What follows belongs to an exercise in optimizing a design on an open flow for small area, a short achievable clock period and few clock cycles per item; a production flow would make more cautious choices.
RTL that was checked went through simulation tests only; none was proved equivalent to the original.
Power figures rest on the tool's default switching activity, not on a simulated workload.

Setup of red:
==> flow/design.v (excerpt) <==
module circular_deque #(
   parameter int DEPTH = cdq_pkg::DEPTH_DEFAULT
) (
   input  logic                                clock,
   input  logic                                reset,
   input  logic                                req_valid,
   output logic                                req_ready,
   input  logic [cdq_pkg::FUNC_W-1:0]          req_func,
   input  logic signed [cdq_pkg::DATA_W-1:0]   req_value,
   output logic                                rsp_valid,
   input  logic                                rsp_ready,
   output logic                                rsp_ok,
   output logic [cdq_pkg::CAP_W-1:0]           rsp_count,
   output logic                                rsp_is_empty,
   output logic                                rsp_is_full,
   output logic signed [cdq_pkg::DATA_W-1:0]   rsp_head_value,
   output logic signed [cdq_pkg::DATA_W-1:0]   rsp_tail_value,
   input  logic                                csr_psel,
   input  logic                                csr_penable,
   input  logic                                csr_pwrite,
   input  logic [cdq_pkg::CSR_ADDR_W-1:0]      csr_paddr,
   input  logic [cdq_pkg::CSR_DATA_W-1:0]      csr_pwdata,
   output logic [cdq_pkg::CSR_DATA_W-1:0]      csr_prdata,
   output logic                                csr_pready
);
==> flow/config.mk <==
export PLATFORM = sky130hd
export DESIGN_NAME = circular_deque
export DESIGN_NICKNAME = circular_deque
export VERILOG_FILES = /design/flow/design.v
export SDC_FILE = /design/flow/constraint.sdc
export NUM_CORES = 4
export LEC_CHECK = 0
export CAP_MARGIN = 20
export CORE_MARGIN = 2
export CORE_UTILIZATION = 40
export SETUP_SLACK_MARGIN = 3.35
export SLEW_MARGIN = 20
==> flow/constraint.sdc <==
create_clock -name core_clock -period 6.0 [get_ports {clock}]
set_input_delay 1.2000 -clock core_clock [delete_from_list [all_inputs] [get_ports {clock}]]
set_output_delay 1.2000 -clock core_clock [all_outputs]
set_load 0.01 [all_outputs]
standard.sh (not shown) runs the stock make flow with config.mk's settings and CLKGATE_MAP_FILE= SYNTH_SCRIPT=/design/flow/synth_recipe.tcl, a recipe that flattens the netlist after the stock synthesis.
==> flow/flow/run.sh <==
#!/bin/bash
# The standard layout, with plain buffers (buf_2) on the ports in place of the
# delay buffers buffer_ports picks by default. Each run's full output goes to
# its own log file in the work folder.
set -euo pipefail
bash standard.sh BUFFER_PORTS_ARGS="-buffer_cell sky130_fd_sc_hd__buf_2" finish > standard.log 2>&1
red: done, clean on timing, DRC and antenna
Testbench counts of red, summed over its fixed seeds: cycles 19,967, items 16,000.
The following lists how blue was set up differently from red:
- CTS_CLUSTER_DIAMETER now 60, previously not set
- CORE_UTILIZATION now 55, was 40
- CTS_CLUSTER_SIZE now 16, previously not set
- CTS_BUF_LIST now sky130_fd_sc_hd__clkbuf_8, previously not set
Findings:
Changes observed in blue relative to red: via-per-instance ratio shows an increase of about 11%, total placed cells including tap cells lost 9.4%, post-synthesis adder-cell area fraction shows no meaningful change, detailed-route wire length was more or less identical, internal power moved down.
The non-clock buffer count in red is 0.884 times that in blue.
In the flow results for blue and red, the proportion of layout cells with a drive suffix above 1 is larger on blue.
Setup changes, blue to green
- CORE_UTILIZATION now 40, was 55
- CTS_CLUSTER_SIZE no longer set, was 16
- CTS_BUF_LIST no longer set, was sky130_fd_sc_hd__clkbuf_8
- CTS_CLUSTER_DIAMETER no longer set, was 60
==> flow/run.sh (new file) <==
#!/bin/bash
# synth_recipe.tcl (not shown) runs the flow's synth.tcl, then flattens the netlist and writes it again
# the make line also repeats each setting of config.mk as NAME=value (left out here)
make -C /OpenROAD-flow-scripts/flow DESIGN_CONFIG=/design/flow/config.mk WORK_HOME=/design/flow/orfs CLKGATE_MAP_FILE= SYNTH_SCRIPT=/design/flow/synth_recipe.tcl finish
removed: flow/flow/run.sh
removed: flow/standard.sh
On buffering overhead: between green and blue, it ends up higher for green.
Via count on green is behind blue.
[compare] base=blue new=green: layout-stage area growth over the synthesis result up 8.3 points; sum of met2 wire segment lengths after detailed routing went up; number of buffers inserted by post-CTS setup repair now larger; utilization of the core after routing went down.
Changes observed in green relative to blue: sequential cell area saw little to no change, share of total power in combinational logic fell 0.5 points, fraction of power consumed by the clock network now larger, power climbed 1500 µW.
Compared to blue, green has worst setup slack 0.063 ns higher.

== the previous run ==
The RTL this note starts from:
==> flow/design.v <==
package cdq_pkg;
   localparam int DEPTH_DEFAULT = 16;
   localparam int DATA_W = 32;
   localparam int CAP_W  = 5;
   localparam int FUNC_W = 3;
   localparam logic [CAP_W-1:0] CAP_RESET = 5'd16;
   localparam logic [DATA_W-1:0] EMPTY_VALUE = 32'hFFFF_FFFF;
   localparam logic [FUNC_W-1:0] FUNC_PUSH_FRONT = 3'd0;
   localparam logic [FUNC_W-1:0] FUNC_PUSH_REAR  = 3'd1;
   localparam logic [FUNC_W-1:0] FUNC_POP_FRONT  = 3'd2;
   localparam logic [FUNC_W-1:0] FUNC_POP_REAR   = 3'd3;
   localparam logic [FUNC_W-1:0] FUNC_QUERY      = 3'd4;
   localparam int CSR_ADDR_W = 3;
   localparam int CSR_DATA_W = 32;
   localparam int MID_DEPTH = DEPTH_DEFAULT - 2;
   localparam int MID_AW    = 4;
endpackage
module cdq_ram #(
   parameter int WIDTH = 32,
   parameter int DEPTH = 14
) (
   input  logic             clock,
   input  logic [DEPTH-1:0] wr_sel,
   input  logic [WIDTH-1:0] wr_data,
   input  logic [DEPTH-1:0] rd_sel,
   output logic [WIDTH-1:0] rd_data
);
   logic [WIDTH-1:0] mem_ff [DEPTH];
   always_ff @(posedge clock) begin
      for (int i = 0; i < DEPTH; i++) begin
         if (wr_sel[i]) begin
            mem_ff[i] <= wr_data;
         end
      end
   end
   always_comb begin
      rd_data = '0;
      for (int i = 0; i < DEPTH; i++) begin
         rd_data = rd_data | (mem_ff[i] & {WIDTH{rd_sel[i]}});
      end
   end
endmodule
module circular_deque #(
   parameter int DEPTH = cdq_pkg::DEPTH_DEFAULT
) (
   input  logic                                clock,
   input  logic                                reset,
   input  logic                                req_valid,
   output logic                                req_ready,
   input  logic [cdq_pkg::FUNC_W-1:0]          req_func,
   input  logic signed [cdq_pkg::DATA_W-1:0]   req_value,
   output logic                                rsp_valid,
   input  logic                                rsp_ready,
   output logic                                rsp_ok,
   output logic [cdq_pkg::CAP_W-1:0]           rsp_count,
   output logic                                rsp_is_empty,
   output logic                                rsp_is_full,
   output logic signed [cdq_pkg::DATA_W-1:0]   rsp_head_value,
   output logic signed [cdq_pkg::DATA_W-1:0]   rsp_tail_value,
   input  logic                                csr_psel,
   input  logic                                csr_penable,
   input  logic                                csr_pwrite,
   input  logic [cdq_pkg::CSR_ADDR_W-1:0]      csr_paddr,
   input  logic [cdq_pkg::CSR_DATA_W-1:0]      csr_pwdata,
   output logic [cdq_pkg::CSR_DATA_W-1:0]      csr_prdata,
   output logic                                csr_pready
);
   localparam int CW = cdq_pkg::CAP_W;
   localparam int DW = cdq_pkg::DATA_W;
   localparam int MD = cdq_pkg::MID_DEPTH;
   function automatic logic [MD-1:0] rot_up(input logic [MD-1:0] v);
      rot_up = {v[MD-2:0], v[MD-1]};
   endfunction
   function automatic logic [MD-1:0] rot_down(input logic [MD-1:0] v);
      rot_down = {v[0], v[MD-1:1]};
   endfunction
   logic [CW-1:0] capacity_ff;
   logic [CW-1:0] held_ff;
   logic          n0_ff;         
   logic          n1_ff;         
   logic          ge2_ff;        
   logic          ge3_ff;        
   logic          nf_ff;         
   logic          atc_ff;        
   logic          atcm1_ff;      
   logic [MD-1:0] fgap_ff;       
   logic [MD-1:0] rgap_ff;       
   logic [DW-1:0] head_ff;
   logic [DW-1:0] tail_ff;
   logic          rsp_valid_ff;
   logic          rsp_ok_ff;
   logic          rsp_full_ff;
   logic [CW-1:0] held;
   logic [CW-1:0] eff_cap;
   logic          n2, ge4, atcm2;
   assign held    = n0_ff ? '0 : held_ff;
   assign eff_cap = (capacity_ff == '0) ? CW'(1) :
                    (capacity_ff > CW'(DEPTH)) ? CW'(DEPTH) : capacity_ff;
   assign n2      = ge2_ff && !ge3_ff;
   assign ge4     = ge3_ff && (held_ff > CW'(3));
   assign atcm2   = (held + CW'(2) == eff_cap);
   logic accept;
   logic f_pushf, f_pushr, f_popf, f_popr, f_query;
   logic push_f, push_r, pop_f, pop_r, push, pop, op_ok;
   logic empty_next;
   assign req_ready = !rsp_valid_ff || rsp_ready;
   assign accept    = req_valid && req_ready;
   assign f_pushf = (req_func == cdq_pkg::FUNC_PUSH_FRONT);
   assign f_pushr = (req_func == cdq_pkg::FUNC_PUSH_REAR);
   assign f_popf  = (req_func == cdq_pkg::FUNC_POP_FRONT);
   assign f_popr  = (req_func == cdq_pkg::FUNC_POP_REAR);
   assign f_query = (req_func == cdq_pkg::FUNC_QUERY);
   assign push_f = f_pushf && nf_ff;
   assign push_r = f_pushr && nf_ff;
   assign pop_f  = f_popf && !n0_ff;
   assign pop_r  = f_popr && !n0_ff;
   assign push   = push_f || push_r;
   assign pop    = pop_f || pop_r;
   assign op_ok  = push || pop || f_query;
   assign empty_next = (n0_ff && !push) || (n1_ff && pop);
   logic [MD-1:0] wr_f_oh, wr_r_oh, rd_f_oh, rd_r_oh;
   logic [MD-1:0] wr_sel, rd_sel;
   logic [DW-1:0] wr_data, rd_data;
   assign wr_f_oh = fgap_ff;
   assign wr_r_oh = rgap_ff;
   assign rd_f_oh = rot_up(fgap_ff);
   assign rd_r_oh = rot_down(rgap_ff);
   assign wr_sel  = (accept && ge2_ff && nf_ff) ?
                    (({MD{f_pushf}} & wr_f_oh) | ({MD{f_pushr}} & wr_r_oh)) : '0;
   assign wr_data = req_func[0] ? tail_ff : head_ff;
   assign rd_sel  = req_func[0] ? rd_r_oh : rd_f_oh;
   cdq_ram #(
      .WIDTH (DW),
      .DEPTH (MD)
   ) u_mid (
      .clock   (clock),
      .wr_sel  (wr_sel),
      .wr_data (wr_data),
      .rd_sel  (rd_sel),
      .rd_data (rd_data)
   );
   logic          h_v, h_t, h_rd, h_keep;
   logic          t_v, t_h, t_rd, t_keep;
   logic [DW-1:0] head_in, tail_in;
   assign h_v    = accept && (push_f || (push_r && n0_ff));
   assign h_t    = accept && pop_f && n2;
   assign h_rd   = accept && pop_f && ge3_ff;
   assign h_keep = !(h_v || h_t || h_rd);
   assign t_v    = accept && (push_r || (push_f && n0_ff));
   assign t_h    = accept && pop_r && n2;
   assign t_rd   = accept && pop_r && ge3_ff;
   assign t_keep = !(t_v || t_h || t_rd);
   assign head_in = {DW{accept && empty_next}} | ({DW{h_v}} & req_value) | ({DW{h_t}} & tail_ff) |
                    ({DW{h_rd}} & rd_data) | ({DW{h_keep}} & head_ff);
   assign tail_in = {DW{accept && empty_next}} | ({DW{t_v}} & req_value) | ({DW{t_h}} & head_ff) |
                    ({DW{t_rd}} & rd_data) | ({DW{t_keep}} & tail_ff);
   logic cfg_wr;
   assign cfg_wr = csr_psel && csr_penable && csr_pwrite && !csr_paddr[2];
   always_ff @(posedge clock) begin
      if (reset) begin
         capacity_ff  <= cdq_pkg::CAP_RESET;
         n0_ff        <= 1'b1;
         n1_ff        <= 1'b0;
         ge2_ff       <= 1'b0;
         ge3_ff       <= 1'b0;
         nf_ff        <= 1'b1;
         atc_ff       <= 1'b0;
         atcm1_ff     <= 1'b0;
         fgap_ff      <= MD'(1) << (MD - 1);
         rgap_ff      <= MD'(1);
         rsp_valid_ff <= 1'b0;
      end else begin
         rsp_valid_ff <= accept || (rsp_valid_ff && !rsp_ready);
         if (cfg_wr) begin
            capacity_ff <= csr_pwdata[CW-1:0];
            n0_ff       <= 1'b1;
            n1_ff       <= 1'b0;
            ge2_ff      <= 1'b0;
            ge3_ff      <= 1'b0;
            nf_ff       <= 1'b1;
            atc_ff      <= 1'b0;
            atcm1_ff    <= (csr_pwdata[CW-1:1] == '0);
            fgap_ff     <= MD'(1) << (MD - 1);
            rgap_ff     <= MD'(1);
         end else if (accept) begin
            if (push) begin
               n0_ff    <= 1'b0;
               n1_ff    <= n0_ff;
               ge2_ff   <= !n0_ff;
               ge3_ff   <= ge2_ff;
               nf_ff    <= nf_ff && !atcm1_ff;
               atc_ff   <= atcm1_ff;
               atcm1_ff <= atcm2;
            end else if (pop) begin
               n0_ff    <= n1_ff;
               n1_ff    <= n2;
               ge2_ff   <= ge3_ff;
               ge3_ff   <= ge4;
               nf_ff    <= 1'b1;
               atc_ff   <= 1'b0;
               atcm1_ff <= atc_ff;
            end
            if (push_f && ge2_ff)     fgap_ff <= rot_down(fgap_ff);
            else if (pop_f && ge3_ff) fgap_ff <= rot_up(fgap_ff);
            if (push_r && ge2_ff)     rgap_ff <= rot_up(rgap_ff);
            else if (pop_r && ge3_ff) rgap_ff <= rot_down(rgap_ff);
         end
      end
   end
   always_ff @(posedge clock) begin
      if (accept) begin
         held_ff     <= push ? held + CW'(1) : pop ? held - CW'(1) : held;
         rsp_ok_ff   <= op_ok;
         rsp_full_ff <= push ? atcm1_ff : (!pop && atc_ff);
      end
      head_ff <= head_in;
      tail_ff <= tail_in;
   end
   assign csr_pready = 1'b1;
   assign csr_prdata = csr_paddr[2] ? '0 : cdq_pkg::CSR_DATA_W'(capacity_ff);
   assign rsp_valid      = rsp_valid_ff;
   assign rsp_ok         = rsp_ok_ff;
   assign rsp_count      = held_ff;
   assign rsp_is_empty   = (held_ff == '0);
   assign rsp_is_full    = rsp_full_ff;
   assign rsp_head_value = $signed(head_ff);
   assign rsp_tail_value = $signed(tail_ff);
endmodule
Settings: LEC_CHECK=0, CAP_MARGIN=20, CORE_MARGIN=2, CORE_UTILIZATION=55, CTS_BUF_LIST=sky130_fd_sc_hd__clkbuf_8, CTS_CLUSTER_DIAMETER=60, CTS_CLUSTER_SIZE=16, SETUP_SLACK_MARGIN=3.35, SLEW_MARGIN=20, TNS_END_PERCENT=5; clock period 6.0 ns.
==> flow/flow/run.sh <==
#!/bin/bash
# The standard layout, with plain buffers (buf_2) on the ports in place of the
# delay buffers buffer_ports picks by default, and a clock tree built without
# dummy loads. Each run's full output goes to its own log file in the work folder.
set -euo pipefail
CTS="-sink_clustering_enable -repair_clock_nets -sink_clustering_size 16 -sink_clustering_max_diameter 60 -buf_list sky130_fd_sc_hd__clkbuf_8 -dont_use_dummy_load"
bash standard.sh BUFFER_PORTS_ARGS="-buffer_cell sky130_fd_sc_hd__buf_2" CTS_ARGS="$CTS" finish > standard.log 2>&1
The previous run went all the way through synthesis, placement and routing and the layout is clean on timing, DRC and antenna.
#### Input delta (the current run over the previous run)
Settings: clearing TNS_END_PERCENT, which used to be 5.
## What came out
Clock power: the previous run vs the current run, no meaningful difference. Against the previous run, the current run reports a utilization that is higher. In summary, the current run completed successfully, with a layout that passed the timing, design-rule and antenna checks. Looking at worst hold slack, the current run sits above the previous run. Delta (the current run minus the previous run): final critical-path required period went up, count of non-filler cells in the finished layout roughly the same, total chip power neither gained nor lost much, fraction of area in non-clock buffers neither gained nor lost much, switching component of the power closely matched the old numbers. Diff the previous run -> the current run: design area saw an increase; total routing resource utilization after global routing saw a decrease; maximum frequency shows a reduction of about 0.47%.
Function was not checked in any run of this note: the RTL went through the layout flow alone.

static timing again, ports no longer ideal:
Ports are ideal in the flow. The routed layouts listed here were re-timed in OpenROAD.
Step 1 assumes that a clkbuf_16 drives the clock port and a buf_2 every other input.
Step 2 adds t to the input delays and takes it off the output delays; t is the mean of the earliest and latest rising clock arrival at the registers after step 1. Input paths then give back, and output paths get back, about the clock's delay inside the block.
a / b / c = ideal ports / drivers / drivers and shift; a / b = the first two.
run | t (ns) | setup slack, ns | worst setup path after step 2
red | 0.683 | 3.243 / 3.190 / 2.530 | input to register
blue | 0.680 | 3.175 / 3.142 / 2.462 | input to register
green | 0.665 | 3.238 / 3.178 / 2.524 | input to register
the previous run | 0.673 | 3.116 / 3.084 / 2.450 | input to register
the current run | 0.678 | 3.102 / 3.067 / 2.682 | input to register
After both steps every run listed still meets setup and hold. For green, which loses most, drivers alone change the setup slack by -0.060 ns; drivers and shift together by -0.714 ns.
